This is an optimization exercise on Yosys and OpenROAD, whose aim is a short achievable clock period and few clock cycles, not a production implementation.
Only simulation tests tie the RTL to the original design; equivalence was not proved.

==> run a: inputs <==
## shortest_hamiltonian_path_search_unit
module shortest_hamiltonian_path_search_unit #(
  parameter int unsigned MaxCities = shp_pkg::MaxCitiesDef,
  parameter int unsigned WeightBits = shp_pkg::WeightBitsDef
) (
  input  logic                   clk_i,
  input  logic                   rst_ni,
  input  logic                   start,
  output logic                   busy,
  input  logic [WeightBits-1:0]  edge_weight_i,
  input  logic                   cfg_valid,
  output logic                   cfg_ready,
  input  logic [shp_pkg::CfgBits-1:0]     cfg_data_i,
  output logic                   result_valid_o,
  output logic [shp_pkg::CityOutBits-1:0] city_index_o,
  output logic [shp_pkg::DistBits-1:0]    total_distance_o,
  output logic                   last_city_o
);
  shp_pkg::shp_cmd_t cmd;
  shp_pkg::shp_sts_t sts;
  logic [shp_pkg::CfgBits-1:0] num_cities_q;
  assign cfg_ready = 1'b1;
  always_ff @(posedge clk_i or negedge rst_ni) begin
    if (!rst_ni) num_cities_q <= shp_pkg::CfgBits'(8);
    else if (cfg_valid) num_cities_q <= cfg_data_i;
  end
  shp_ctrl u_ctrl (
    .clk_i, .rst_ni, .start_i(start), .sts_i(sts), .cmd_o(cmd), .busy_o(busy)
  );
  shp_datapath #(.MaxCities(MaxCities), .WeightBits(WeightBits)) u_dp (
    .clk_i, .rst_ni, .cmd_i(cmd), .edge_weight_i, .num_cities_i(num_cities_q),
    .sts_o(sts), .result_valid_o, .city_index_o, .total_distance_o, .last_city_o
  );
endmodule
==> flow/config.mk <==
export PLATFORM = sky130hd
export DESIGN_NAME = shortest_hamiltonian_path_search_unit
export DESIGN_NICKNAME = shortest_hamiltonian_path_search_unit
export VERILOG_FILES = /design/flow/design.v
export SDC_FILE = /design/flow/constraint.sdc
export NUM_CORES = 4
export LEC_CHECK = 0
export CAP_MARGIN = 20
export CORE_MARGIN = 2
export CORE_UTILIZATION = 40
export SETUP_SLACK_MARGIN = 5
export SLEW_MARGIN = 20
==> flow/constraint.sdc <==
create_clock -name core_clock -period 10.0 [get_ports {clk_i}]
set_input_delay 2.0000 -clock core_clock [delete_from_list [all_inputs] [get_ports {clk_i}]]
set_output_delay 2.0000 -clock core_clock [all_outputs]
set_load 0.01 [all_outputs]
run.sh (not shown) runs the stock make flow with config.mk's settings and CLKGATE_MAP_FILE= SYNTH_SCRIPT=/design/flow/synth_recipe.tcl, a recipe that flattens the netlist after the stock synthesis.
==> run b: changes against run a <==
--- a/flow/design.v
+++ b/flow/design.v
@@ -61,19 +61,20 @@
         cmd_o.cost_step = 1'b1;
         if (sts_i.cost_done) state_d = shp_pkg::ST_SCAN;
       end
       shp_pkg::ST_SCAN: begin
         cmd_o.scan_step = 1'b1;
-        state_d = shp_pkg::ST_CEIL;
+        if (sts_i.no_pivot) state_d = shp_pkg::ST_EMIT;
+        else if (sts_i.scan_done) state_d = shp_pkg::ST_CEIL;
       end
       shp_pkg::ST_CEIL: begin
         cmd_o.ceil_step = 1'b1;
-        state_d = shp_pkg::ST_SWAP;
+        if (sts_i.ceil_done) state_d = shp_pkg::ST_SWAP;
       end
       shp_pkg::ST_SWAP: begin
         cmd_o.swap = 1'b1;
-        state_d = shp_pkg::ST_EMIT;
+        state_d = shp_pkg::ST_REV;
       end
       shp_pkg::ST_REV: begin
         cmd_o.rev_step = 1'b1;
         if (sts_i.rev_done) state_d = shp_pkg::ST_COST;
       end
@@ -105,98 +106,115 @@
   localparam int unsigned CntBits = $clog2(Depth + 1);
   localparam int unsigned CityBits = $clog2(MaxCities);
   localparam int unsigned OrdLen = MaxCities - 1;
   localparam int unsigned NBits = $clog2(MaxCities + 1);
   logic [WeightBits-1:0] mem_q [Depth];
+  logic [WeightBits-1:0] rd_q;
   logic [CntBits-1:0] cnt_q;
   logic [CityBits-1:0] ord_q [OrdLen];
   logic [CityBits-1:0] best_q [OrdLen];
   logic [shp_pkg::DistBits-1:0] best_dist_q, acc_q;
+  logic first_q, prune_q;
   logic [NBits-1:0] k_q, hi_q, piv_q, ceil_q;
   logic [NBits-1:0] n;
   logic [NBits-1:0] m;  
+  logic [AddrBits-1:0] raddr;
   always_comb begin
     if (num_cities_i < 4'd2) n = NBits'(2);
     else if (num_cities_i > shp_pkg::CfgBits'(MaxCities)) n = NBits'(MaxCities);
     else n = NBits'(num_cities_i);
     m = n - NBits'(1);
   end
+  logic [CityBits-1:0] from_c, to_c;
+  always_comb begin
+    from_c = (k_q == '0) ? '0 : ord_q[k_q[CityBits-1:0] - CityBits'(1)];
+    to_c = (k_q < NBits'(OrdLen)) ? ord_q[k_q[CityBits-1:0]] : '0;
+    raddr = AddrBits'(n) * AddrBits'(from_c) + AddrBits'(to_c);
+  end
   always_ff @(posedge clk_i) begin
     if (cmd_i.load) mem_q[cnt_q[AddrBits-1:0]] <= edge_weight_i;
-  end
-  logic [CityBits-1:0] np_q [OrdLen];
-  logic [CityBits-1:0] np_t [OrdLen];
-  logic np_found;
-  int np_piv, np_cl;
-  always_comb begin
-    np_found = 1'b0;
-    np_piv = 0;
-    for (int i = 0; i + 1 < int'(OrdLen); i++)
-      if (NBits'(i + 1) < m && ord_q[i] < ord_q[i+1]) begin
-        np_piv = i;
-        np_found = 1'b1;
-      end
-    np_cl = 0;
-    for (int j = 0; j < int'(OrdLen); j++)
-      if (j > np_piv && NBits'(j) < m && ord_q[j] > ord_q[np_piv]) np_cl = j;
-    for (int i = 0; i < int'(OrdLen); i++) np_t[i] = ord_q[i];
-    np_t[np_piv] = ord_q[np_cl];
-    np_t[np_cl] = ord_q[np_piv];
-    for (int i = 0; i < int'(OrdLen); i++) begin
-      np_q[i] = np_t[i];
-      for (int j = 0; j < int'(OrdLen); j++)
-        if (i > np_piv && NBits'(i) < m && j == int'(m) + np_piv - i) np_q[i] = np_t[j];
-    end
-  end
-  logic [WeightBits-1:0] ew_q [OrdLen];
-  logic [CityBits-1:0] o1_q [OrdLen];
-  logic [CityBits-1:0] o2_q [OrdLen];
-  logic v1_q, v2_q;
-  logic [shp_pkg::DistBits-1:0] c2_q;
-  always_ff @(posedge clk_i) begin
-    for (int i = 0; i < int'(OrdLen); i++) begin
-      logic [CityBits-1:0] fr;
-      fr = (i == 0) ? '0 : ord_q[i-1];
-      ew_q[i] <= (NBits'(i) < m) ? mem_q[AddrBits'(AddrBits'(n) * AddrBits'(fr) + AddrBits'(ord_q[i]))] : '0;
-      o1_q[i] <= ord_q[i];
-      o2_q[i] <= o1_q[i];
-    end
-    c2_q <= shp_pkg::DistBits'(ew_q[0]) + shp_pkg::DistBits'(ew_q[1]) + shp_pkg::DistBits'(ew_q[2]) +
-            shp_pkg::DistBits'(ew_q[3]) + shp_pkg::DistBits'(ew_q[4]) + shp_pkg::DistBits'(ew_q[5]) +
-            shp_pkg::DistBits'(ew_q[6]);
-  end
+    rd_q <= mem_q[raddr];
+  end
+  logic [shp_pkg::DistBits:0] sum;
+  logic [shp_pkg::DistBits-1:0] sat;
+  assign sum = {1'b0, acc_q} + (shp_pkg::DistBits+1)'(rd_q);
+  assign sat = sum[shp_pkg::DistBits] ? shp_pkg::DistMax : sum[shp_pkg::DistBits-1:0];
   assign sts_o.load_done = (cnt_q + CntBits'(1)) >= CntBits'(n) * CntBits'(n);
-  assign sts_o.cost_done = !np_found;
-  assign sts_o.scan_done = 1'b1;
-  assign sts_o.no_pivot = 1'b0;
-  assign sts_o.ceil_done = 1'b1;
-  assign sts_o.rev_done = 1'b1;
+  assign sts_o.cost_done = prune_q || (k_q == m) || (!first_q && k_q != '0 && sat >= best_dist_q);
+  assign sts_o.scan_done = (piv_q == '0) || (ord_q[piv_q[CityBits-1:0] - CityBits'(1)] <
+                           ord_q[piv_q[CityBits-1:0]]);
+  assign sts_o.no_pivot = (piv_q == '0);
+  assign sts_o.ceil_done = (k_q >= m);
+  assign sts_o.rev_done = (k_q >= hi_q) || (k_q + NBits'(1) >= hi_q);
   assign sts_o.emit_done = (k_q == m);
   always_ff @(posedge clk_i or negedge rst_ni) begin
     if (!rst_ni) begin
       cnt_q <= '0;
       k_q <= '0;
-      v1_q <= 1'b0;
-      v2_q <= 1'b0;
+      first_q <= 1'b1;
+      prune_q <= 1'b0;
       best_dist_q <= shp_pkg::DistMax;
       result_valid_o <= 1'b0;
       for (int i = 0; i < int'(OrdLen); i++) ord_q[i] <= CityBits'(i + 1);
     end else begin
       result_valid_o <= 1'b0;
-      v1_q <= cmd_i.cost_step;
-      v2_q <= v1_q;
       if (cmd_i.load) cnt_q <= sts_o.load_done ? '0 : cnt_q + CntBits'(1);
       if (cmd_i.init) begin
         for (int i = 0; i < int'(OrdLen); i++) ord_q[i] <= CityBits'(i + 1);
+        first_q <= 1'b1;
         best_dist_q <= shp_pkg::DistMax;
         k_q <= '0;
-      end
-      if (cmd_i.cost_step && np_found)
-        for (int i = 0; i < int'(OrdLen); i++) ord_q[i] <= np_q[i];
-      if (v2_q && c2_q < best_dist_q) begin
-        best_dist_q <= c2_q;
-        for (int i = 0; i < int'(OrdLen); i++) best_q[i] <= o2_q[i];
+        acc_q <= '0;
+        prune_q <= 1'b0;
+      end
+      if (cmd_i.cost_step) begin
+        if (k_q != '0) acc_q <= sat;
+        if (sts_o.cost_done) begin
+          if (!prune_q && k_q == m && (first_q || sat < best_dist_q)) begin
+            best_dist_q <= sat;
+            for (int i = 0; i < int'(OrdLen); i++) best_q[i] <= ord_q[i];
+          end
+          first_q <= 1'b0;
+          piv_q <= m - NBits'(1);
+          prune_q <= 1'b0;
+        end else begin
+          k_q <= k_q + NBits'(1);
+          if (!first_q && k_q != '0 && sat >= best_dist_q) prune_q <= 1'b1;
+        end
+      end
+      if (cmd_i.scan_step) begin
+        if (sts_o.no_pivot) k_q <= '0;
+        else if (sts_o.scan_done) begin
+          piv_q <= piv_q - NBits'(1);
+          ceil_q <= piv_q;
+          k_q <= piv_q + NBits'(1);
+        end else piv_q <= piv_q - NBits'(1);
+      end
+      if (cmd_i.ceil_step && !sts_o.ceil_done) begin
+        if (ord_q[k_q[CityBits-1:0]] > ord_q[piv_q[CityBits-1:0]] &&
+            ord_q[k_q[CityBits-1:0]] < ord_q[ceil_q[CityBits-1:0]])
+          ceil_q <= k_q;
+        k_q <= k_q + NBits'(1);
+      end
+      if (cmd_i.swap) begin
+        ord_q[piv_q[CityBits-1:0]] <= ord_q[ceil_q[CityBits-1:0]];
+        ord_q[ceil_q[CityBits-1:0]] <= ord_q[piv_q[CityBits-1:0]];
+        k_q <= piv_q + NBits'(1);
+        hi_q <= m - NBits'(1);
+      end
+      if (cmd_i.rev_step) begin
+        if (k_q < hi_q) begin
+          ord_q[k_q[CityBits-1:0]] <= ord_q[hi_q[CityBits-1:0]];
+          ord_q[hi_q[CityBits-1:0]] <= ord_q[k_q[CityBits-1:0]];
+        end
+        hi_q <= hi_q - NBits'(1);
+        if (sts_o.rev_done) begin
+          k_q <= '0;
+          acc_q <= '0;
+        end else begin
+          k_q <= k_q + NBits'(1);
+        end
       end
       if (cmd_i.emit) begin
         result_valid_o <= 1'b1;
         city_index_o <= (k_q == '0) ? '0 :
                         shp_pkg::CityOutBits'(best_q[k_q[CityBits-1:0] - CityBits'(1)]);
--- a/flow/config.mk
+++ b/flow/config.mk
@@ -6,7 +6,6 @@
 export NUM_CORES = 4
 export LEC_CHECK = 0
 export CAP_MARGIN = 20
 export CORE_MARGIN = 2
 export CORE_UTILIZATION = 40
-export SETUP_SLACK_MARGIN = 5
 export SLEW_MARGIN = 20
==> results.txt <==
Run status: run b complete, no violations; run a complete, no violations
Number of cells on the critical path: run b 19; run a 28
Post-synthesis share of cell area spent on xor and xnor gates: run b 0.570%; run a 0.671%
Number of non-filler instances in the completed layout: run b 4622; run a 9509
RSZ-0062 raised after global routing: run b no; run a yes
Cell Area, Synth: run b 0.0503 mm2; run a 0.0977 mm2
Worst slew pin tran: run b 1100 ps; run a 1140 ps
Largest area contributor in the netlist: run b sky130_fd_sc_hd__edfxtp_1; run a sky130_fd_sc_hd__mux4_2
Clock-cell share of area: run b 6.82%; run a 4.49%
Skew final: run b 42.1 ps; run a 33.7 ps
Ratio of cells with drive above 1 in the final layout: run b 23.4%; run a 54.4%
Multi-Input Combinational: run b 1350; run a 3745
Fill cell count: run b 10581; run a 20058
Fraction of area in registers: run b 61.5%; run a 31.9%
Antenna Cells: run b 2; run a 12
Routed Wire Length: run b 130000 um; run a 411000 um
Synthesized-area fraction occupied by ao, oa, aoi and oai cells: run b 5.08%; run a 4.44%
Yosys Warn Count: run b 5; run a 10
Final HPWL DP: run b 79300 um; run a 238000 um
Tap cells: run b 1650; run a 3202
Testbench counts of run a, summed over its fixed seeds: cycles 171,848.
Testbench counts of run b, summed over its fixed seeds: cycles 1,668,027.

==> separate check: timing with driven ports <==
In the flow no input, the clock included, has a driving cell. The finished layouts below were timed again as built, in two steps.
Step 1: set_driving_cell puts a clkbuf_16 on clk_i and a buf_2 on each other input, an assumption about the parent block.
Step 2 adds t to the input delays and takes it off the output delays; t is the mean of the earliest and latest rising clock arrival at the registers after step 1. Input paths then give back, and output paths get back, about the clock's delay inside the block.
Three values: ideal, step 1, step 2; two values: the first two.
run	t (ns)	slack for setup (ns)	worst register clock-pin slew, ns	worst data-port slew with drivers (ns)
run a	0.910	3.974 / 3.974 / 3.960	0.07 / 0.07	0.16
run b	0.798	3.033 / 3.033 / 3.033	0.07 / 0.07	0.13
After both steps every run listed still meets setup and hold. For run a, which loses most, drivers alone change the setup slack by 0.000 ns; drivers and shift together by -0.014 ns.
